Context: an optimization exercise on an open-source flow, tuned for a short achievable clock period and few clock cycles. The choices shown serve that exercise and are no tape-out recipe. In this exercise RTL edits were held to simulation tests only and were not proved equivalent to the original. Power is estimated from default activity; no workload was simulated.

<file path="design/flow/run.sh">
#!/bin/bash
# synth_recipe.tcl (not shown) runs the flow's synth.tcl, then flattens the netlist and writes it again
# the make line also repeats each setting of config.mk as NAME=value (left out here)
make -C /OpenROAD-flow-scripts/flow DESIGN_CONFIG=/design/flow/config.mk WORK_HOME=/design/flow/orfs CLKGATE_MAP_FILE= SYNTH_SCRIPT=/design/flow/synth_recipe.tcl finish
</file>
<file path="design/flow/config.mk">
export PLATFORM = sky130hd
export DESIGN_NAME = rv_core
export DESIGN_NICKNAME = rv_core
export VERILOG_FILES = /design/flow/design.v
export SDC_FILE = /design/flow/constraint.sdc
export NUM_CORES = 4
export LEC_CHECK = 0
export CAP_MARGIN = 20
export CORE_MARGIN = 2
export CORE_UTILIZATION = 40
export SLEW_MARGIN = 20
</file>
<file path="design/flow/constraint.sdc">
create_clock -name core_clock -period 7.0 [get_ports {clk}]
set_input_delay 1.4000 -clock core_clock [delete_from_list [all_inputs] [get_ports {clk}]]
set_output_delay 1.4000 -clock core_clock [all_outputs]
set_load 0.01 [all_outputs]
</file>
<file path="design/flow/design.v">
package rv_pkg;
    localparam int          xlen       = 32;
    localparam int          reg_addr_w = 5;
    localparam logic [31:0] reset_pc   = 32'h0000_0000;   
    localparam logic [6:0] opc_op     = 7'b0110011;   
    localparam logic [6:0] opc_op_imm = 7'b0010011;   
    localparam logic [6:0] opc_lui    = 7'b0110111;
    localparam logic [6:0] opc_branch = 7'b1100011;
    localparam logic [6:0] f7_alt = 7'b0100000;   
    typedef logic [xlen-1:0]       word_t;
    typedef logic [reg_addr_w-1:0] reg_addr_t;
    typedef struct packed {
        logic add;
        logic sub;
        logic sll;
        logic slt;
        logic sltu;
        logic xor_;
        logic sr;        
        logic sra;       
        logic or_;
        logic and_;
    } alu_sel_t;
    typedef struct packed {
        logic eq;
        logic lt;
        logic ltu;
        logic inv;
    } br_sel_t;
    function automatic word_t br_target(input word_t pc, input word_t w);
        logic [12:0] bimm;
        logic [13:0] lo;
        logic [18:0] hi;
        bimm = {w[31], w[7], w[30:25], w[11:8], 1'b0};
        lo   = {1'b0, pc[12:0]} + {1'b0, bimm};
        if (bimm[12] == lo[13]) hi = pc[31:13];
        else if (lo[13])        hi = pc[31:13] + 19'd1;
        else                    hi = pc[31:13] - 19'd1;
        br_target = {hi, lo[12:0]};
    endfunction
    function automatic logic br_predict(input word_t w);
        logic is_br;
        logic f3_ok;
        logic rs_eq;
        is_br = w[6:0] == opc_branch;
        f3_ok = w[14:13] != 2'b01;                  
        rs_eq = w[19:15] == w[24:20];
        br_predict = is_br && f3_ok && (rs_eq ? (w[12] == w[14]) : w[31]);
    endfunction
endpackage
`timescale 1ns/1ns
module instr_fetch_decode (
    input  logic          clk,
    input  logic          reset,
    input  rv_pkg::word_t instr,          
    input  logic          mispredict,     
    input  rv_pkg::word_t fix_pc,         
    output rv_pkg::word_t pc,
    output logic          instr_rd_en,
    output logic          d_valid,
    output rv_pkg::word_t d_ir,
    output rv_pkg::word_t d_pc,
    output logic          d_pred
);
    logic          pred;
    rv_pkg::word_t target;
    assign pred   = rv_pkg::br_predict(instr);
    assign target = rv_pkg::br_target(pc, instr);
    always_ff @(posedge clk) begin
        if (reset) begin
            pc          <= rv_pkg::reset_pc;
            instr_rd_en <= 1'b0;
        end else begin
            instr_rd_en <= 1'b1;
            if (mispredict) begin
                pc <= fix_pc;
            end else if (instr_rd_en) begin
                pc <= pred ? target : pc + rv_pkg::word_t'(4);
            end
        end
    end
    always_ff @(posedge clk) begin
        d_valid <= instr_rd_en && !mispredict && !reset;
        d_ir    <= instr;
        d_pc    <= pc;
        d_pred  <= pred;
    end
endmodule
`timescale 1ns/1ns
module operand_fetch (
    input  logic                clk,
    input  logic                reset,
    input  logic                d_valid,
    input  rv_pkg::word_t       d_ir,
    input  rv_pkg::word_t       d_pc,
    input  logic                d_pred,
    input  logic                mispredict,
    input  logic                ex_wr,        
    input  rv_pkg::reg_addr_t   ex_rd,
    input  logic                res_wr,       
    input  rv_pkg::reg_addr_t   res_rd,
    input  rv_pkg::word_t       res_data,
    output logic                e_valid,
    output rv_pkg::word_t       e_pc,
    output rv_pkg::word_t       e_a,
    output rv_pkg::word_t       e_b,
    output logic                e_fwd_a,
    output logic                e_fwd_b,
    output rv_pkg::reg_addr_t   e_rd,
    output logic                e_wr,
    output rv_pkg::alu_sel_t    e_alu,
    output logic                e_br,
    output rv_pkg::br_sel_t     e_brs,
    output logic                e_pred,
    output rv_pkg::word_t       e_fix
);
    rv_pkg::word_t     regs [1:31];
    logic [6:0]        opc;
    logic [2:0]        f3;
    logic              is_op, is_imm, is_lui, is_br;
    logic              alt;
    rv_pkg::reg_addr_t rs1, rs2, rd;
    rv_pkg::word_t     imm;
    rv_pkg::word_t     rv1, rv2;
    rv_pkg::alu_sel_t  alu;
    assign opc    = d_ir[6:0];
    assign f3     = d_ir[14:12];
    assign is_op  = opc == rv_pkg::opc_op;
    assign is_imm = opc == rv_pkg::opc_op_imm;
    assign is_lui = opc == rv_pkg::opc_lui;
    assign is_br  = opc == rv_pkg::opc_branch && d_ir[14:13] != 2'b01;
    assign rs1    = is_lui ? 5'd0 : d_ir[19:15];    
    assign rs2    = d_ir[24:20];
    assign rd     = d_ir[11:7];
    assign alt    = is_op ? d_ir[31:25] == rv_pkg::f7_alt : (f3 == 3'b101 && d_ir[30]);
    assign imm    = is_lui ? {d_ir[31:12], 12'h000} : {{20{d_ir[31]}}, d_ir[31:20]};
    always_comb begin
        alu      = '0;
        alu.add  = is_lui || (f3 == 3'b000 && !alt);
        alu.sub  = !is_lui && f3 == 3'b000 && alt;
        alu.sll  = !is_lui && f3 == 3'b001;
        alu.slt  = !is_lui && f3 == 3'b010;
        alu.sltu = !is_lui && f3 == 3'b011;
        alu.xor_ = !is_lui && f3 == 3'b100;
        alu.sr   = !is_lui && f3 == 3'b101;
        alu.sra  = alt;
        alu.or_  = !is_lui && f3 == 3'b110;
        alu.and_ = !is_lui && f3 == 3'b111;
    end
    always_ff @(posedge clk) begin
        if (res_wr) begin
            regs[res_rd] <= res_data;
        end
    end
    always_comb begin
        if (rs1 == '0)                        rv1 = '0;
        else if (res_wr && res_rd == rs1)     rv1 = res_data;
        else                                  rv1 = regs[rs1];
        if (rs2 == '0)                        rv2 = '0;
        else if (res_wr && res_rd == rs2)     rv2 = res_data;
        else                                  rv2 = regs[rs2];
    end
    always_ff @(posedge clk) begin
        e_valid <= d_valid && !mispredict && !reset;
        e_pc    <= d_pc;
        e_a     <= rv1;
        e_b     <= (is_imm || is_lui) ? imm : rv2;
        e_fwd_a <= ex_wr && ex_rd == rs1 && rs1 != '0;
        e_fwd_b <= ex_wr && ex_rd == rs2 && rs2 != '0 && !(is_imm || is_lui);
        e_rd    <= rd;
        e_wr    <= (is_op || is_imm || is_lui) && rd != '0;
        e_alu   <= alu;
        e_br    <= is_br;
        e_brs   <= {f3[2:1] == 2'b00, f3[2:1] == 2'b10, f3[2:1] == 2'b11, f3[0]};
        e_pred  <= d_pred;
        e_fix   <= d_pred ? d_pc + rv_pkg::word_t'(4) : rv_pkg::br_target(d_pc, d_ir);
    end
endmodule
`timescale 1ns/1ns
module instr_exec (
    input  logic              clk,
    input  logic              reset,
    input  logic              e_valid,
    input  rv_pkg::word_t     e_pc,
    input  rv_pkg::word_t     e_a,
    input  rv_pkg::word_t     e_b,
    input  logic              e_fwd_a,
    input  logic              e_fwd_b,
    input  rv_pkg::reg_addr_t e_rd,
    input  logic              e_wr,
    input  rv_pkg::alu_sel_t  e_alu,
    input  logic              e_br,
    input  rv_pkg::br_sel_t   e_brs,
    input  logic              e_pred,
    input  rv_pkg::word_t     e_fix,
    output logic              mispredict,
    output rv_pkg::word_t     fix_pc,
    output logic              ex_wr,
    output logic              res_wr,
    output rv_pkg::word_t     res_pc,
    output rv_pkg::reg_addr_t res_rd,
    output rv_pkg::word_t     res_data
);
    rv_pkg::word_t a, b;
    rv_pkg::word_t alu_res;
    logic          eq, lt, ltu, cond;
    logic [32:0]   sr_in;
    assign a = e_fwd_a ? res_data : e_a;
    assign b = e_fwd_b ? res_data : e_b;
    assign eq    = a == b;
    assign lt    = $signed(a) < $signed(b);
    assign ltu   = a < b;
    assign sr_in = {e_alu.sra & a[31], a};
    assign alu_res = ({32{e_alu.add}}  & (a + b))
                   | ({32{e_alu.sub}}  & (a - b))
                   | ({32{e_alu.sll}}  & (a << b[4:0]))
                   | ({32{e_alu.slt}}  & {31'd0, lt})
                   | ({32{e_alu.sltu}} & {31'd0, ltu})
                   | ({32{e_alu.xor_}} & (a ^ b))
                   | ({32{e_alu.sr}}   & 32'($signed(sr_in) >>> b[4:0]))
                   | ({32{e_alu.or_}}  & (a | b))
                   | ({32{e_alu.and_}} & (a & b));
    assign cond       = ((e_brs.eq & eq) | (e_brs.lt & lt) | (e_brs.ltu & ltu)) ^ e_brs.inv;
    assign mispredict = e_valid && e_br && (cond != e_pred);
    assign fix_pc     = e_fix;
    assign ex_wr      = e_valid && e_wr;
    always_ff @(posedge clk) begin
        res_wr   <= ex_wr && !reset;
        res_pc   <= e_pc;
        res_rd   <= e_rd;
        res_data <= alu_res;
    end
endmodule
`timescale 1ns/1ns
module rv_core (
    input  logic        clk,
    input  logic        reset,
    input  logic [31:0] instr,             
    output logic [31:0] pc,
    output logic        instr_rd_en,
    output logic        retire_valid,      
    output logic [31:0] retire_pc,
    output logic [4:0]  retire_rd,
    output logic [31:0] retire_rd_data
);
    logic              mispredict;
    rv_pkg::word_t     fix_pc;
    logic              d_valid;
    rv_pkg::word_t     d_ir;
    rv_pkg::word_t     d_pc;
    logic              d_pred;
    logic              e_valid;
    rv_pkg::word_t     e_pc;
    rv_pkg::word_t     e_a;
    rv_pkg::word_t     e_b;
    logic              e_fwd_a;
    logic              e_fwd_b;
    rv_pkg::reg_addr_t e_rd;
    logic              e_wr;
    rv_pkg::alu_sel_t  e_alu;
    logic              e_br;
    rv_pkg::br_sel_t   e_brs;
    logic              e_pred;
    rv_pkg::word_t     e_fix;
    logic              ex_wr;
    instr_fetch_decode instr_fetch_decode_inst (
        .clk         (clk),
        .reset       (reset),
        .instr       (instr),
        .mispredict  (mispredict),
        .fix_pc      (fix_pc),
        .pc          (pc),
        .instr_rd_en (instr_rd_en),
        .d_valid     (d_valid),
        .d_ir        (d_ir),
        .d_pc        (d_pc),
        .d_pred      (d_pred)
    );
    operand_fetch operand_fetch_inst (
        .clk        (clk),
        .reset      (reset),
        .d_valid    (d_valid),
        .d_ir       (d_ir),
        .d_pc       (d_pc),
        .d_pred     (d_pred),
        .mispredict (mispredict),
        .ex_wr      (ex_wr),
        .ex_rd      (e_rd),
        .res_wr     (retire_valid),
        .res_rd     (retire_rd),
        .res_data   (retire_rd_data),
        .e_valid    (e_valid),
        .e_pc       (e_pc),
        .e_a        (e_a),
        .e_b        (e_b),
        .e_fwd_a    (e_fwd_a),
        .e_fwd_b    (e_fwd_b),
        .e_rd       (e_rd),
        .e_wr       (e_wr),
        .e_alu      (e_alu),
        .e_br       (e_br),
        .e_brs      (e_brs),
        .e_pred     (e_pred),
        .e_fix      (e_fix)
    );
    instr_exec instr_exec_inst (
        .clk        (clk),
        .reset      (reset),
        .e_valid    (e_valid),
        .e_pc       (e_pc),
        .e_a        (e_a),
        .e_b        (e_b),
        .e_fwd_a    (e_fwd_a),
        .e_fwd_b    (e_fwd_b),
        .e_rd       (e_rd),
        .e_wr       (e_wr),
        .e_alu      (e_alu),
        .e_br       (e_br),
        .e_brs      (e_brs),
        .e_pred     (e_pred),
        .e_fix      (e_fix),
        .mispredict (mispredict),
        .fix_pc     (fix_pc),
        .ex_wr      (ex_wr),
        .res_wr     (retire_valid),
        .res_pc     (retire_pc),
        .res_rd     (retire_rd),
        .res_data   (retire_rd_data)
    );
endmodule
</file>
==> qor.csv, run 1 <==
stage,metric,value,unit
layout,area_growth,12.9,%
global_route,antenna_found_initial,5,
sta,max_freq,178,MHz
detailed_routing,vias_per_cell,6.26,
sta,setup_violations,0,
yosys,synth_edf_count,992,
place,dp_hpwl,149000,um
place,globalplace.congestion,1.00,
detailed_routing,routed_wl,244000,um
yosys,async_flop_share,0,
detailed_routing,dr.pass1.iters,6,
floorplanning,dieArea,176000,um2
worst_hold_path,hp-start,operand_fetch_inst.e_pc[20],
sta,fin_crit,5.61,ns
critical_path,r2r_cells,20,
floorplanning,core_area,172000,um2
floorplanning,io_pins,137,
yosys,ys_top_cells_by_area,"edfxtp_1, dfxtp_1, mux4_2",
power,worst_ir_drop_vdd,0.195,mV
sta,rsz0062_at_grt,no,
clock_network,hold_buffers,0,
global_route,overflow,0,
critical_path,cp.required,7.72,ns
detailed_routing,postRouteAntennaNets,0,
sta,fin_crit_sh,0.802,
place,post-place-cells,8162,
floorplanning,die_h,420,um
global_route,grt_start_max_net_pins,117,
critical_path,critical_path_class,input port to flip-flop,
critical_path,cp-end-kind,flip-flop,
floorplanning,start_util,0.403,
worst_hold_path,hold_path.class,flip-flop to flip-flop,
layout,num-nets-final,6197,
yosys,synth.distinct_cells,91,
yosys,ys_ff_latch,1313,
critical_path,r2r_slack,1.58,ns
power,power_leakage,0.0276,uW
critical_path,r2r_end,operand_fetch_inst.e_fix[30],
clock_network,post_cts_resize_count,0,
yosys,synth.yosys.seq_area_share,0.524,
sta,finalSetupTns,0,ns
yosys,syn_avg_cell_area,11.5,um2
detailed_routing,drtIter0Drc,6814,
critical_path,cp_max_fo,9,
detailed_routing,wire_per_inst,29.0,um
sta,finalClockSkew,0.0273,ns
clock_network,clk_latency,0.79,ns
clock_network,h-tree-depth,4,
global_route,grt_pass1_wl,352000,um
layout,layout_commonest_cell,edfxtp_1,
clock_network,path_clk_slew,0.06,ns
floorplanning,num_rows,152,
detailed_routing,post-route-drc-count,0,
global_route,grt.total_usage,0.272,
sta,worst_pin_slew,1.01,ns
critical_path,critPathSlowestCell,a31oi_2,
worst_hold_path,min_to,instr_exec_inst.res_pc[20],
yosys,ys_warn_count,3,
clock_network,cts_buffers,146,
outcome,status,finished clean,
critical_path,crit_buf_inv,1,
yosys,yosysTopAreaCellShare,0.431,
critical_path,crit_path_start_kind,input port,
detailed_routing,dr_total_vias,52700,
yosys,ys.flop_type,edfxtp_1,
critical_path,cp_cell_sequence,clkdlybuf4s50_1 > ha_1 > fa_1 > a211oi_1 > o21a_1 > o21ai_1 > a31oi_2 > ha_1 > a211oi_1 > o21ai_1 > a311oi_1 > o21ai_1 > a21oi_1 > xnor2_1 > nand2_1 > a311o_1 > a21oi_2,
sta,drv_slew,0,
layout,drive_above_1_share,0.124,
critical_path,reg2reg_from,instr_fetch_decode_inst.d_ir[8],
clock_network,postCtsSetupRepairBufs,0,
place,io_buffers,136,
clock_network,cts_tree,yes,
yosys,syn_inst,6007,
critical_path,cp_data_arrival_time,6.33,ns
layout,most-common-layout-cells,"edfxtp_1, nand2_1, mux2i_1",
clock_network,clockBufferDepth,3,
critical_path,critPathMaxStageDelay,0.53,ns
floorplanning,die_w,420,um
global_route,grt_pass1_vias,51300,
critical_path,cpLargestDelayFamily,compound AO/OA/AOI/OAI gates,
yosys,yosys.area.top_type,edfxtp_1,
clock_network,cts_root_buf,clkbuf_16,
yosys,syn_nets,6204,
critical_path,crit_top_cell,o21ai_1,
sta,max_slew_margin,0.322,
run,maxCapViolCount,0,
sta,hold_viol,0,
yosys,syn_area,69100,um2
clock_network,cts_sinks,1313,
power,power_density,262,nW/um2
worst_hold_path,holdPathStages,0,
layout,instances_no_fill,8423,
## logic make-up after synthesis
family,share of synthesized area
buffers and inverters,0.0333
AND/OR/NAND/NOR,0.104
flip-flops,0.524
XOR/XNOR,0.0149
multiplexers,0.162
adder cells (fa/ha/maj),0.0301
AO/OA/AOI/OAI,0.131
## sequential cells by signal, summed over array words and instances, names as in the netlist, 4 cells and up
signal	flops
instr_fetch_decode_inst.d_pc	32
instr_fetch_decode_inst.d_ir	32
instr_fetch_decode_inst.pc	32
instr_exec_inst.res_pc	32
operand_fetch_inst.e_a	32
operand_fetch_inst.e_pc	32
instr_exec_inst.res_rd	5
operand_fetch_inst.e_fix	31
instr_exec_inst.res_data	32
operand_fetch_inst.regs	992
operand_fetch_inst.e_brs	4
operand_fetch_inst.e_rd	5
operand_fetch_inst.e_alu	10
operand_fetch_inst.e_b	32
## worst max-delay path by stage
stage,slack (ns),cells after the start,endpoint,start
6_report,1.39,17,instr_fetch_decode_inst.pc[28],instr[8]
5_1_grt,1.06,18,instr_fetch_decode_inst.pc[26],instr[8]
4_1_cts,1.47,17,instr_fetch_decode_inst.pc[28],instr[8]
3_5_place_dp,0.68,17,instr_fetch_decode_inst.pc[28],instr[8]
3_3_place_gp,0.59,17,instr_fetch_decode_inst.pc[28],instr[8]
2_1_floorplan,1.24,16,instr_fetch_decode_inst.pc[28],instr[8]
## final cells by class
class / count / area [um2]
Clock inverter: 74 / 744
Sequential cell: 1313 / 36200
Fill cell: 15600 / 93700
Antenna cell: 3 / 7.51
Inverter: 125 / 469
Timing Repair Buffer: 288 / 2720
Multi-Input combinational cell: 4126 / 31000
Tap cell: 2310 / 2890
Clock buffer: 184 / 3960
## routing by layer
metal	track usage	up-vias	share of wire
met2	0.428	2867	0.46
met4	0.120	8	0.046
met3	0.0562	579	0.095
met5	0	-	0.00021
li1	-	22900	-
met1	0.362	26400	0.40
## stage by stage
| step | power [uW] | instance area [um2] | util | setup WS (ns) | hold slack, ns |
|---|---|---|---|---|---|
| floorplan | 11400 | 69100 | - | 1.24 | 0.310 |
| global placement | 12900 | 73300 | 0.427 | 0.590 | 0.313 |
| detailed placement | 12900 | 73300 | 0.427 | 0.679 | 0.312 |
| CTS | 20500 | 78000 | 0.454 | 1.47 | 0.320 |
| global route | 21100 | 78000 | 0.454 | 1.06 | 0.327 |
| finish | 20500 | 78000 | 0.454 | 1.39 | 0.320 |
## synth_stat cells, types with 17 or more instances
| cell | n |
|---|---|
| a211oi_1 | 231 |
| a22oi_1 | 46 |
| nor3_1 | 46 |
| buf_2 | 82 |
| nand3_1 | 253 |
| clkbuf_1 | 296 |
| inv_1 | 112 |
| xor2_1 | 36 |
| a21o_1 | 27 |
| and3_1 | 26 |
| nand2b_1 | 17 |
| o21bai_1 | 22 |
| mux4_2 | 257 |
| o2111ai_1 | 19 |
| edfxtp_1 | 992 |
| a311oi_1 | 42 |
| dfxtp_1 | 321 |
| buf_1 | 57 |
| a211o_1 | 22 |
| and2_1 | 17 |
| nand4_1 | 23 |
| o21ai_0 | 238 |
| ha_1 | 157 |
| nand2_1 | 696 |
| o21ai_1 | 39 |
| o211ai_1 | 49 |
| o22ai_1 | 52 |
| mux2i_1 | 526 |
| nor2_1 | 425 |
| a21oi_1 | 412 |
| a221oi_1 | 44 |
| a31oi_1 | 54 |
| nor2b_1 | 51 |
| xnor2_1 | 82 |
## report_power, final
| part | internal [uW] | switching (uW) |
|---|---|---|
| clock | 4430 | 3230 |
| sequential | 8920 | 126 |
| combinational | 1180 | 2600 |
| total | 14500 | 5950 |
Testbench counts, summed over its fixed seeds: cycles 52,776.
==> run 2: changes to the inputs <==
--- a/design/flow/design.v
+++ b/design/flow/design.v
@@ -59,8 +59,4 @@
     output logic          instr_rd_en,
-    output logic          d_valid,
-    output rv_pkg::word_t d_ir,
-    output rv_pkg::word_t d_pc,
-    output logic          d_pred
+    output logic          pred            
 );
-    logic          pred;
     rv_pkg::word_t target;
@@ -81,8 +77,2 @@
     end
-    always_ff @(posedge clk) begin
-        d_valid <= instr_rd_en && !mispredict && !reset;
-        d_ir    <= instr;
-        d_pc    <= pc;
-        d_pred  <= pred;
-    end
 endmodule
@@ -247,6 +237,3 @@
     rv_pkg::word_t     fix_pc;
-    logic              d_valid;
-    rv_pkg::word_t     d_ir;
-    rv_pkg::word_t     d_pc;
-    logic              d_pred;
+    logic              pred;
     logic              e_valid;
@@ -273,6 +260,3 @@
         .instr_rd_en (instr_rd_en),
-        .d_valid     (d_valid),
-        .d_ir        (d_ir),
-        .d_pc        (d_pc),
-        .d_pred      (d_pred)
+        .pred        (pred)
     );
@@ -281,6 +265,6 @@
         .reset      (reset),
-        .d_valid    (d_valid),
-        .d_ir       (d_ir),
-        .d_pc       (d_pc),
-        .d_pred     (d_pred),
+        .d_valid    (instr_rd_en),
+        .d_ir       (instr),
+        .d_pc       (pc),
+        .d_pred     (pred),
         .mispredict (mispredict),
--- a/design/flow/config.mk
+++ b/design/flow/config.mk
@@ -7,2 +7,3 @@
 export LEC_CHECK = 0
+export ABC_CLOCK_PERIOD_IN_PS = 3000
 export CAP_MARGIN = 20
@@ -10,2 +11,3 @@
 export CORE_UTILIZATION = 40
+export SETUP_SLACK_MARGIN = 4.0
 export SLEW_MARGIN = 20
==> run 2 against run 1 <==
- sequential share of layout area down 5.9 points
- via count up 9.5%
- power up 8.6%
- clock skew up 0.030 ns
- sequential cell count down 66
- area after synthesis down 4.8%
- critical path type unchanged
- critical endpoint is now instr_fetch_decode_inst.pc[31]
==> qor.csv, run 2 <==
stage,metric,value,unit
outcome,status,finished clean,
clock_network,cts_tree,yes,
detailed_routing,vias_per_cell,6.73,
detailed_routing,post-route-drc-count,0,
yosys,synth.distinct_cells,92,
clock_network,path_clk_slew,0.07,ns
global_route,antenna_found_initial,12,
clock_network,clockBufferDepth,3,
global_route,grt_pass1_vias,54400,
yosys,syn_area,65800,um2
critical_path,r2r_end,instr_fetch_decode_inst.pc[31],
layout,ff_latch_area,35100,um2
yosys,syn_inst,5812,
layout,fin_area,86600,um2
floorplanning,start_util,0.404,
power,power_leakage,0.0312,uW
yosys,yosysMostFrequentCell,edfxtp_1,
sta,setup_violations,0,
power,p_int,15200,uW
critical_path,reg2reg_from,operand_fetch_inst.e_fwd_a,
place,io_buffers,136,
critical_path,cp_max_fo,6,
power,switchingPower,7030,uW
yosys,ys_ff_latch,1247,
layout,post-route-util,0.531,
floorplanning,dieArea,168000,um2
power,power_frac_comb,0.275,
critical_path,cp-end-kind,flip-flop,
yosys,yosys.area.top_type,edfxtp_1,
sta,rsz0062_at_grt,yes,
detailed_routing,drtIter0Drc,9370,
worst_hold_path,min_to,instr_exec_inst.res_pc[10],
clock_network,clk_latency,0.84,ns
global_route,overflow,0,
detailed_routing,postRouteAntennaNets,0,
yosys,synth.yosys.seq_area_share,0.530,
critical_path,cp.required,7.71,ns
sta,finalSetupTns,0,ns
layout,largest_reg_flops,992,
critical_path,cp_data_arrival_time,5.23,ns
power,netSwitchingFraction,0.316,
critical_path,r2r_cells,16,
yosys,syn_avg_cell_area,11.3,um2
layout,num-fill-cells,13500,
yosys,ys.flop_type,edfxtp_1,
power,worst_ir_drop_vdd,0.264,mV
sta,finalHoldWorstSlack,0.311,ns
clock_network,h-tree-depth,4,
sta,finalClockSkew,0.0570,ns
detailed_routing,wire_per_inst,34.5,um
worst_hold_path,holdPathStages,0,
clock_network,cts_buffers,139,
clock_network,cts_root_buf,clkbuf_16,
global_route,grt.total_usage,0.334,
critical_path,critical_path_class,input port to flip-flop,
yosys,syn_nets,5977,
detailed_routing,dr_total_vias,57700,
layout,area_growth,31.5,%
worst_hold_path,hp-start,operand_fetch_inst.e_pc[10],
sta,drv_slew,0,
floorplanning,io_pins,137,
layout,regMostFlops,operand_fetch_inst.regs,
global_route,grt_start_max_net_pins,111,
place,globalplace.congestion,0.940,
clock_network,cts_sinks,1247,
yosys,yosysTopAreaCellShare,0.452,
critical_path,crit_path_start_kind,input port,
floorplanning,die_w,410,um
yosys,netlist_top_cells_count,"edfxtp_1, nand2_1, mux2i_1, nor2_1, clkbuf_1",
detailed_routing,dr.pass1.iters,10,
layout,most-common-layout-cells,"edfxtp_1, nand2_1, nor2_1",
yosys,synth_edf_count,992,
floorplanning,die_h,410,um
sta,worst_pin_slew,1.17,ns
sta,max_slew_margin,0.222,
yosys,ys_top_cells_by_area,"edfxtp_1, dfxtp_1, mux4_2",
worst_hold_path,hold_path.class,flip-flop to flip-flop,
place,placed_cell_area,70700,um2
power,power_density,257,nW/um2
detailed_routing,routed_wl,296000,um
critical_path,r2r_slack,2.77,ns
layout,num-nets-final,6446,
layout,drive_above_1_share,0.295,
sta,fin_crit_sh,0.645,
sta,fin_crit,4.52,ns
yosys,ys_warn_count,3,
sta,hold_viol,0,
place,dp_hpwl,146000,um
sta,max_freq,221,MHz
power,clkPwrFrac,0.333,
floorplanning,core_area,163000,um2
layout,multi_input_comb_area,33300,um2
floorplanning,num_rows,148,
run,maxCapViolCount,0,
global_route,grt_pass1_wl,404000,um
power,power_frac_seq,0.393,
yosys,async_flop_share,0,
layout,layout_commonest_cell,edfxtp_1,
## run 2: cells by family after synthesis
kind of cell	Yosys count	share of synthesized area
DFF	1247	0.530
and+or+nand+nor	1643	0.110
muxes	667	0.143
adders and majority gates	131	0.0254
xor gates and xnor gates	94	0.0125
buffers and inverters	618	0.0363
AOI/OAI and AO/OA	1412	0.143
## run 2: what timing repair did
| action | in CTS | in global routing |
|---|---|---|
| setup buffers | 323 | 88 |
| hold buffers | 0 | 0 |
| endpoints found under the setup margin | 395 | 184 |
| pin swaps | 261 | 160 |
| gates cloned | 89 | 18 |
| resized for setup | 1142 | 287 |
## run 2: metal layers
| metal | global-route usage | wire length (um) | vias up |
|---|---|---|---|
| li1 | - | - | 23300 |
| met1 | 0.439 | 107000 | 28700 |
| met2 | 0.490 | 126000 | 4596 |
| met3 | 0.0960 | 41700 | 1085 |
| met4 | 0.199 | 20900 | 12 |
| met5 | 0 | 75 | - |
## run 2: worst max path at each step
stage	from	cells after the start	slack [ns]	end
3_5_place_dp	instr[8]	19	0.63	instr_fetch_decode_inst.pc[31]
2_1_floorplan	instr[8]	18	1.93	instr_fetch_decode_inst.pc[31]
6_report	instr[8]	20	2.48	instr_fetch_decode_inst.pc[31]
5_1_grt	instr[8]	20	2.39	instr_fetch_decode_inst.pc[30]
4_1_cts	instr[8]	20	2.61	instr_fetch_decode_inst.pc[30]
3_3_place_gp	instr[8]	19	0.65	instr_fetch_decode_inst.pc[31]
## run 2: per-stage QoR
| step | power (uW) | instances | setup WS, ns |
|---|---|---|---|
| after floorplan | 11300 | 5812 | 1.93 |
| after global placement | 12600 | 7797 | 0.654 |
| after detailed placement | 12600 | 7797 | 0.625 |
| after CTS | 21700 | 8462 | 2.61 |
| after global routing | 22800 | 8570 | 2.39 |
| final | 22200 | 8576 | 2.48 |
## run 2: cell type report
class / count / area share
Timing Repair Buffer: 776 / 0.118
Tap cell: 2175 / 0.0314
Multi-Input combinational cell: 3965 / 0.385
Timing Repair inverter: 1 / 0.0000867
Sequential cell: 1247 / 0.406
Inverter: 151 / 0.00684
Clock inverter: 71 / 0.0101
Clock buffer: 182 / 0.0425
Antenna cell: 8 / 0.000231
## run 2: worst max-delay path, stage by stage
cell	delay, ns
buf_8	0.10
ha_4	0.15
fa_2	0.34
a211o_1	0.27
o211ai_1	0.17
a21oi_2	0.11
a221o_2	0.45
clkinvlp_4	0.20
buf_4	0.15
ha_4	0.20
a21o_1	0.17
a31o_2	0.23
a22oi_2	0.14
nand4_1	0.14
nand2_2	0.10
o21ai_1	0.09
mux2i_1	0.19
nand2_1	0.10
or3_1	0.35
a41oi_2	0.14
## run 2: power groups by stage
| stage | sequential (uW) | combinational, uW | clock [uW] |
|---|---|---|---|
| after CTS | 8710 | 5550 | 7440 |
| after global placement | 8950 | 3630 | 0 |
| after detailed placement | 8960 | 3650 | 0 |
| after floorplan | 9050 | 2230 | 0 |
| final | 8730 | 6110 | 7400 |
| after global routing | 8730 | 6300 | 7730 |
Testbench counts of run 2, summed over its fixed seeds: cycles 50,928.

==> separate check: timing with driven ports <==
The flow's constraints put no driver on any port. The routed layouts listed below were extracted and timed again, unchanged, in two steps.
Step 1: set_driving_cell puts a clkbuf_16 on clk and a buf_2 on each other input, an assumption about the parent block.
Step 2 also shifts input and output timing later by t, the mid clock arrival at the registers, as if the neighbouring blocks saw the same clock.
a / b / c = no drivers / after step 1 / after step 2; a / b = the first two.
run	t (ns)	setup slack, ns	worst hold slack (ns)
run 1	0.861	1.386 / 1.385 / 0.524	0.320 / 0.320 / 0.320
run 2	0.891	2.484 / 2.519 / 1.628	0.311 / 0.311 / 0.311
After both steps setup and hold are still met in every run listed. The setup slack of run 1, which loses most, moves by -0.001 ns with the drivers and by -0.862 ns with both steps.
